This design comes from an exercise in tuning for small area, a short achievable clock period and few clock cycles per item on the open sky130 flow, not from production work.
Function was checked by simulation only, so behaviour that the tests miss may differ from the original.
Power is estimated from default activity; no workload was simulated.

## flow/config.mk

```make
export PLATFORM = sky130hd
export DESIGN_NAME = dp_seq_core
export DESIGN_NICKNAME = dp_seq_core
export VERILOG_FILES = /design/flow/design.v
export SDC_FILE = /design/flow/constraint.sdc
export NUM_CORES = 4
export LEC_CHECK = 0
export CAP_MARGIN = 20
export CORE_MARGIN = 2
export CORE_UTILIZATION = 40
export SLEW_MARGIN = 20
```

## flow/constraint.sdc

```tcl
create_clock -name core_clock -period 6.5 [get_ports {clk_i}]
set_input_delay 1.3000 -clock core_clock [delete_from_list [all_inputs] [get_ports {clk_i}]]
set_output_delay 1.3000 -clock core_clock [all_outputs]
set_load 0.01 [all_outputs]
```

## flow/design.v

```verilog
module dp_seq_core #(
    parameter int                DATA_W = 32,
    parameter int                ADDR_W = 26,
    parameter int                RF_AW  = 5,
    parameter logic [ADDR_W-1:0] PC_RST = 'h1000,
    parameter logic [ADDR_W-1:0] SP_RST = 'h3ffffff,
    parameter int                CTRL_W = 24
) (
    input  logic              clk_i,
    input  logic              rst_ni,
    input  logic              ctrl_valid_i,
    output logic              ctrl_ready_o,
    input  logic [CTRL_W-1:0] ctrl_i,
    output logic              done_o,
    output logic              mem_req_o,
    output logic              mem_we_o,
    input  logic              mem_ack_i,
    output logic [ADDR_W-1:0] addr_o,
    output logic [DATA_W-1:0] data_out_o,
    input  logic [DATA_W-1:0] data_in_i,
    output logic [31:0]       instruction_o,
    output logic              zero_o
);
    localparam int RF_D  = 1 << RF_AW;
    localparam int MUL_K = 8;                  
    localparam int MUL_N = DATA_W / MUL_K;     
    localparam int MC_W  = $clog2(MUL_N + 1);
    localparam int MOPS  = MUL_K + 2;          
    localparam int MQ    = MOPS + 2 * (MOPS - 2);
    logic              busy_q, fin_q, mrdy_q, ackd_q;
    logic [MC_W-1:0]   mcnt_q;
    logic [CTRL_W-1:0] ctrl_q;
    logic [ADDR_W-1:0] pc_q, sp_q;
    logic [31:0]       ir_q;
    logic              zero_q;
    logic [DATA_W-1:0] mdat_q, accs_q, accc_q, rs_q, rt_q;
    logic [DATA_W-1:0] rf_q [1:RF_D-1];
    logic [RF_D-1:1]   rfv_q;
    logic       c_pc_ld, c_ir_ld, c_rf_we, c_sp_ld, c_op1_sp;
    logic       c_mem_rd, c_mem_wr, c_ma_sp, c_ma_pc, c_md_rs;
    logic [1:0] c_pc_src, c_wd_src, c_wa_src;
    logic [2:0] c_op2_src;
    logic [3:0] c_alu_op;
    assign c_pc_ld   = ctrl_q[0];
    assign c_pc_src  = ctrl_q[2:1];
    assign c_ir_ld   = ctrl_q[3];
    assign c_rf_we   = ctrl_q[4];
    assign c_wd_src  = ctrl_q[6:5];
    assign c_wa_src  = ctrl_q[8:7];
    assign c_sp_ld   = ctrl_q[10];
    assign c_op1_sp  = ctrl_q[11];
    assign c_op2_src = ctrl_q[14:12];
    assign c_alu_op  = ctrl_q[18:15];
    assign c_mem_rd  = ctrl_q[19];
    assign c_mem_wr  = ctrl_q[20];
    assign c_ma_sp   = ctrl_q[21];
    assign c_ma_pc   = ctrl_q[22];
    assign c_md_rs   = ctrl_q[23];
    logic              accept, req, ack, done, rf_wr, ir_wr, rs_zero_n;
    logic [RF_AW-1:0]  rs_idx, rt_idx, wa_idx;
    logic [31:0]       ir_next;
    logic [DATA_W-1:0] op1_d, op2_d, alu_d, wd_d;
    logic [DATA_W-1:0] imm_sx;
    logic [ADDR_W-1:0] pc1_d, pc_next_d;
    logic              is_mul, mul_fin;
    assign req    = mrdy_q && !ackd_q;
    assign ack    = req && mem_ack_i;
    assign done   = fin_q || ack;
    assign accept = ctrl_valid_i && ctrl_ready_o;
    assign ir_wr     = ack && c_ir_ld && c_mem_rd;
    assign rf_wr     = done && c_rf_we && (wa_idx != '0);
    assign ir_next   = ir_wr ? data_in_i : ir_q;
    assign rs_zero_n = accept ? ctrl_i[9] : ctrl_q[9];
    assign rs_idx    = rs_zero_n ? '0 : ir_next[21 +: RF_AW];
    assign rt_idx    = ir_next[16 +: RF_AW];
    assign imm_sx = {{(DATA_W-16){ir_q[15]}}, ir_q[15:0]};
    assign op1_d  = c_op1_sp ? DATA_W'(sp_q) : rs_q;
    assign op2_d  = (c_op2_src == 3'd0) ? rt_q :
                    (c_op2_src == 3'd1) ? imm_sx :
                    (c_op2_src == 3'd2) ? DATA_W'(ir_q[15:0]) :
                    (c_op2_src == 3'd3) ? DATA_W'(ir_q[10:6]) :
                    (c_op2_src == 3'd4) ? DATA_W'(1) : '0;
    logic [MUL_K-1:0]  mchunk;
    logic [DATA_W-1:0] mq [MQ];
    assign is_mul  = (c_alu_op == 4'd8);
    assign mul_fin = (mcnt_q == MC_W'(MUL_N));
    assign mchunk  = op2_d[(MUL_N-1-32'(mcnt_q))*MUL_K +: MUL_K];
    assign mq[0]   = (mcnt_q == '0) ? '0 : (accs_q << MUL_K);
    assign mq[1]   = (mcnt_q == '0) ? '0 : (accc_q << MUL_K);
    genvar g;
    generate
        for (g = 0; g < MUL_K; g++) begin : g_pp
            assign mq[2+g] = mchunk[g] ? (op1_d << g) : '0;
        end
        for (g = 0; g < MOPS - 2; g++) begin : g_csa
            assign mq[MOPS+2*g]   = mq[3*g] ^ mq[3*g+1] ^ mq[3*g+2];
            assign mq[MOPS+2*g+1] = ((mq[3*g] & mq[3*g+1]) | (mq[3*g] & mq[3*g+2]) |
                                     (mq[3*g+1] & mq[3*g+2])) << 1;
        end
    endgenerate
    logic              sub;
    logic [DATA_W-1:0] add_a, add_b, sum_d, sh_in, sh_out, shl_d, shr_d;
    logic              slt_d;
    assign sub   = !is_mul && (c_alu_op != 4'd0);
    assign add_a = is_mul ? accs_q : op1_d;
    assign add_b = is_mul ? accc_q : (sub ? ~op2_d : op2_d);
    assign sum_d = add_a + add_b + DATA_W'(sub);
    assign slt_d = (op1_d[DATA_W-1] ^ op2_d[DATA_W-1]) ? op1_d[DATA_W-1] : sum_d[DATA_W-1];
    function automatic logic [DATA_W-1:0] rev(input logic [DATA_W-1:0] x);
        logic [DATA_W-1:0] r;
        for (int i = 0; i < DATA_W; i++) r[i] = x[DATA_W-1-i];
        rev = r;
    endfunction
    assign sh_in  = c_alu_op[0] ? rev(op1_d) : op1_d;
    assign sh_out = sh_in << op2_d[4:0];
    assign shr_d  = rev(sh_out);
    assign shl_d  = sh_out;
    assign alu_d = (c_alu_op == 4'd0 || c_alu_op == 4'd1 || c_alu_op == 4'd8) ? sum_d :
                   (c_alu_op == 4'd2) ? (op1_d & op2_d) :
                   (c_alu_op == 4'd3) ? (op1_d | op2_d) :
                   (c_alu_op == 4'd4) ? ~(op1_d | op2_d) :
                   (c_alu_op == 4'd5) ? DATA_W'(slt_d) :
                   (c_alu_op == 4'd6) ? shl_d :
                   (c_alu_op == 4'd7) ? shr_d : '0;
    assign pc1_d     = pc_q + ADDR_W'(1);
    assign pc_next_d = (c_pc_src == 2'd0) ? pc1_d :
                       (c_pc_src == 2'd1) ? pc1_d + imm_sx[ADDR_W-1:0] :
                       (c_pc_src == 2'd2) ? rs_q[ADDR_W-1:0] : ir_q[25:0];
    assign wd_d   = (c_wd_src == 2'd0) ? alu_d :
                    (c_wd_src == 2'd1) ? (fin_q ? mdat_q : data_in_i) :
                    (c_wd_src == 2'd2) ? DATA_W'({ir_q[15:0], 16'h0000}) : DATA_W'(pc1_d);
    assign wa_idx = (c_wa_src == 2'd0) ? ir_q[11 +: RF_AW] :
                    (c_wa_src == 2'd1) ? ir_q[16 +: RF_AW] :
                    (c_wa_src == 2'd2) ? RF_AW'(31) : '0;
    logic a_mem, a_mul;
    assign a_mem = ctrl_i[19] | ctrl_i[20];
    assign a_mul = (ctrl_i[18:15] == 4'd8);
    always_ff @(posedge clk_i or negedge rst_ni) begin
        if (!rst_ni) begin
            busy_q  <= 1'b0;
            fin_q   <= 1'b0;
            mrdy_q  <= 1'b0;
            ackd_q  <= 1'b0;
            mcnt_q  <= '0;
            pc_q    <= PC_RST;
            sp_q    <= SP_RST;
            ir_q    <= '0;
            zero_q  <= 1'b0;
            mdat_q  <= '0;
            rfv_q   <= '0;
        end else begin
            ackd_q <= ack;
            if (accept) begin
                busy_q <= 1'b1;
                fin_q  <= !a_mem && !a_mul;
                mrdy_q <= a_mem && !a_mul;
                mcnt_q <= '0;
            end else if (done) begin
                busy_q <= 1'b0;
                fin_q  <= 1'b0;
                mrdy_q <= 1'b0;
            end else if (busy_q && is_mul && !mul_fin) begin
                mcnt_q <= mcnt_q + MC_W'(1);
                if (mcnt_q == MC_W'(MUL_N - 1)) begin
                    fin_q  <= !c_mem_rd && !c_mem_wr;
                    mrdy_q <= c_mem_rd || c_mem_wr;
                end
            end
            if (ack) mdat_q <= data_in_i;
            if (done) begin
                if (c_pc_ld) pc_q <= pc_next_d;
                if (c_sp_ld) sp_q <= alu_d[ADDR_W-1:0];
                if (rf_wr) rfv_q[wa_idx] <= 1'b1;
                if (ir_wr) ir_q <= data_in_i;
                if ((c_rf_we && (c_wd_src == 2'd0)) || c_sp_ld) zero_q <= (alu_d == '0);
            end
        end
    end
    always_ff @(posedge clk_i) begin
        if (accept) ctrl_q <= ctrl_i;
        if (!mul_fin) begin
            accs_q <= mq[MQ-2];
            accc_q <= mq[MQ-1];
        end
        if (rf_wr) rf_q[wa_idx] <= wd_d;
        rs_q <= (rf_wr && wa_idx == rs_idx) ? wd_d : (rs_idx != '0 && rfv_q[rs_idx]) ? rf_q[rs_idx] : '0;
        rt_q <= (rf_wr && wa_idx == rt_idx) ? wd_d : (rt_idx != '0 && rfv_q[rt_idx]) ? rf_q[rt_idx] : '0;
    end
    assign ctrl_ready_o  = !busy_q || done;
    assign done_o        = done;
    assign mem_req_o     = req;
    assign mem_we_o      = c_mem_wr;
    assign addr_o        = c_ma_pc ? pc_q : (c_ma_sp && !c_sp_ld) ? sp_q : alu_d[ADDR_W-1:0];
    assign data_out_o    = c_md_rs ? rs_q : rt_q;
    assign instruction_o = ir_q;
    assign zero_o        = zero_q;
endmodule
```

## flow/run.sh

```bash
#!/bin/bash
# synth_recipe.tcl (not shown) runs the flow's synth.tcl, then flattens the netlist and writes it again
# the make line also repeats each setting of config.mk as NAME=value (left out here)
make -C /OpenROAD-flow-scripts/flow DESIGN_CONFIG=/design/flow/config.mk WORK_HOME=/design/flow/orfs CLKGATE_MAP_FILE= SYNTH_SCRIPT=/design/flow/synth_recipe.tcl finish
```

==> results.txt <==
cells in the final DEF, fill, tap and decap left out, types with 68 or more instances in the layout:
cell type        Yosys  routed
and2_1              75      72
buf_12               0      74
a221oi_1            76      74
and3_1              85      83
mux2i_1            138     127
clkdlybuf4s50_1      0     129
a21oi_1            485     454
o21ai_0            333     309
buf_4                5     636
a31oi_1             87      84
ha_1                93      90
fa_1               199     197
a311oi_1           294     294
xnor2_1             78      72
nor2_1             547     496
mux2_2             101      98
mux4_2              68      68
nand2_1           2074    2068
inv_1              276     275
dfrtp_1            128     127
clkbuf_16            0     156
edfxtp_1          1077    1077
nand3_1            592     592
path summary, 6_finish.rpt:
kind / start / endpoint / slack, ns / cells past startpoint
setup / recovery: ctrl_q[12] / addr_o[18] / -0.48 / 25
hold / removal: mdat_q[12] / mdat_q[12] / 0.47 / 2
setup reg to reg: ctrl_q[13] / accs_q[31] / 0.41 / 25
hold reg to reg: mdat_q[12] / mdat_q[12] / 0.47 / 2
max in group asynchronous: rst_ni / mcnt_q[2] / 4.75 / 2
min in group asynchronous: rst_ni / pc_q[8] / 0.50 / 1
through the flow:
step	std cells	area (um2)	worst slack, ns	utilization
2_1_floorplan	8318	78500	0.0862	-
3_3_place_gp	11100	87300	-1.15	0.448
3_5_place_dp	11100	87400	-1.12	0.448
4_1_cts	11500	93400	-0.414	0.479
5_1_grt	11500	93900	-0.588	0.481
6_report	11500	93900	-0.480	0.482
timing repair:
item,4_1_cts,5_1_grt
setup endpoints to repair,26,26
pin swaps,72,52
hold buffers,0,0
buffers inserted,50,15
cloned,0,1
resized for setup,208,94
layout make-up:
class / instances / area, um2
fill: 18100 / 101000
multi-input combinational: 6091 / 38700
sequential: 1296 / 37500
timing repair buffer: 891 / 8110
clock buffer: 194 / 4090
tap: 2624 / 3280
inverter: 288 / 1110
clock inverter: 91 / 1060
antenna: 5 / 12.5
state kept, by name, summed over array words and instances (netlist names), 3 cells and up:
signal,flops
rf_q,992
accs_q,32
ir_q,32
mdat_q,32
rs_q,32
rt_q,32
rfv_q,31
accc_q,29
pc_q,26
sp_q,26
ctrl_q,24
mcnt_q,3
power groups by stage:
| stage | registers, mW | logic (mW) | clock network [mW] |
|---|---|---|---|
| global route | 11.7 | 29.0 | 9.27 |
| finish | 11.8 | 27.7 | 8.89 |
| detailed placement | 11.8 | 25.7 | 0 |
| global placement | 11.8 | 25.6 | 0 |
| floorplan | 11.2 | 14.2 | 0 |
| CTS | 11.7 | 26.4 | 8.96 |
cells by family (layout without fill, tap and decap cells):
kind of cell    after synthesis  after routing  synth area share
simple gates               3571           3571             0.191
compound gates             1804           1804             0.154
flops                      1296           1296             0.478
buf+inv                     931           1464            0.0461
mux                         307            307            0.0516
fa+ha+maj                   294            294            0.0658
xor+xnor                    115            115            0.0131
other cells                   0              5                 0
routing by layer:
layer	vias up	GRT usage
li1	30800	-
met1	35400	0.457
met2	5109	0.543
met3	1088	0.0864
met4	11	0.234
met5	-	0
critical path: stages (launching register included):
cell and delay, ns:
edfxtp_1 0.39, buf_6 0.15, xor2_4 0.19, buf_8 0.16, a221oi_4 0.38, or2_4 0.19
nor2_2 0.04, a211oi_2 0.15, a21oi_2 0.06, ha_1 0.33, buf_6 0.13, o211ai_1 0.26
a21oi_4 0.08, o2111ai_4 0.24, a21oi_2 0.11, a221o_2 0.43, buf_4 0.17, a31oi_4 0.16
xnor2_1 0.13, buf_4 0.15, o21ai_1 0.09, or2_1 0.26, o21a_1 0.18, o21ai_1 0.15
buf_4 0.17, buf_6 0.10
==> key figures <==
Power and ir drop
  – Switching Share: 0.480
  – Switching power: 23.2 mW
  – PD cells: 514 nW/um2
  – Pint: 25.1 mW
  – Worst vdd ir: 0.678 mV
  – Comb pwr share: 0.573
  – Clk pwr share: 0.184
  – Lkg Pwr: 36.2 nW
  – Design Power: 48.3 mW
  – Flop pwr share: 0.243

Worst setup path
  – Critical Path AT: 5.68 ns
  – Critical path capture point type: output port
  – Crit Path Class: register to output port
  – Critical Path RT: 5.20 ns
  – Critical Path Fanout Max: 5
  – CP startpoint kind: register

STA
  – # setup viols final: 17
  – Setup_tns: -4.75 ns
  – Fin. max-slew vios: 0
  – Tightest Pin Transition: 1.32 ns
  – RSZ-0062 raised after global routing: yes
  – Fmax: 0.143 GHz
  – Final Hold Viols: 0
  – Skew final: 0.0714 ns
  – Hold slack final: 0.473 ns
  – Post-route setup slack: -0.480 ns
  – Tcrit/Tclk final: 1.07
  – Slew HR: 0.114
  – Final critical delay including setup and external delays: 6.98 ns

CTS
  – CTS sink count: 1296
  – Skew-Pair Late Insertion Delay: 0.85 ns
  – Clock root cell: clkbuf_16
  – Clk buf depth: 3
  – Number of buffers created by CTS: 152
  – H-tree depth: 4
  – CTS tree: done
  – Reg clk slew, reported paths: 0.06 ns

Global routing
  – Global Route Usage Sum: 0.358
  – Global route overflow: 0
  – Vias in the first global route: 68100
  – Initial antenna violation count: 13
  – First-pass GRT wire length: 513 mm
  – Pin count of the biggest net entering global routing: 155

Yosys
  – Yosys top cell by area: edfxtp_1
  – Post-synth EDFFs: 1077
  – Most frequent cells after synthesis: nand2_1, edfxtp_1, nand3_1
  – Mapped Cells: 8318
  – Synth warn: 2
  – Async set or reset register ratio after synthesis: 0.120
  – Synthesized area: 78500 um2
  – Post-synthesis sequential area ratio: 0.478
  – Most common cell in the netlist: nand2_1
  – Synth area leaders: edfxtp_1, nand2_1, fa_1
  – Top FF cell, synth: edfxtp_1
  – Syn_area_per_cell: 9.44 um2
  – Area share of the largest cell type after synthesis: 0.412
  – Post-synthesis cell type count: 93
  – Synth Register Bits: 1296
  – Syn Nets: 8670

Routing
  – Routed WL: 366 mm
  – Pre-antenna DRT Iters: 9
  – Vias: 72500
  – DR WL met3: 42.5 mm
  – Post-DRT Antenna Nets: 0
  – Initial drt markers: 11300
  – DRC Markers: 0
  – Met2 Routed Length: 160 mm
  – Max layer used: met5
  – Avg WL per Cell: 31.9 um
  – Avg Vias per Cell: 6.31
  – Met1 Routed Length: 135 mm

Die
  – Ports: 155
  – Die height: 447 um
  – Rows: 162
  – Die Wd: 447 um
  – Core area: 195000 um2
  – DIE AREA: 200000 um2
  – Initial Util: 0.403

Final layout
  – P&R area growth vs syn: 19.6%
  – Nets: 9072
  – Share of cells above drive strength 1: 0.159

Status
  – Violated Checks: setup timing
  – Status: finished with violations

Flow run
  – Max-Cap Viols: 0

Place
  – Port-buffer cells: 154
  – Final Wtd Congestion: 1.11
  – Post-DP HPWL: 245 mm

Min path
  – Worst hold path type: register to register
Testbench counts, summed over its fixed seeds: cycles 9,858, items 4,800.

what the ideal ports hide:
No port has a modelled driver above. Below, the same layout with a new extraction and two added sets of constraints. Step 1 sets driving cells, clkbuf_16 on the clock port and buf_2 on the other inputs (assumed; they add their load-dependent delay and slew). Step 2 adds t to the input delays and takes it off the output delays; t is the mean of the earliest and latest rising clock arrival at the registers after step 1. Input paths then give back, and output paths get back, about the clock's delay inside the block. Three values: ideal, step 1, step 2; two values: the first two.
shift t [ns]: 0.897
setup slack, ns: -0.480 / -0.568 / 0.330
worst hold slack (ns): 0.473 / 0.462 / 0.473
latest minus earliest clock arrival (ns): 0.072 / 0.071
pins driven straight from the clock port: 1
The setup slack of this run moves by -0.088 ns with the drivers and by +0.810 ns with both steps.
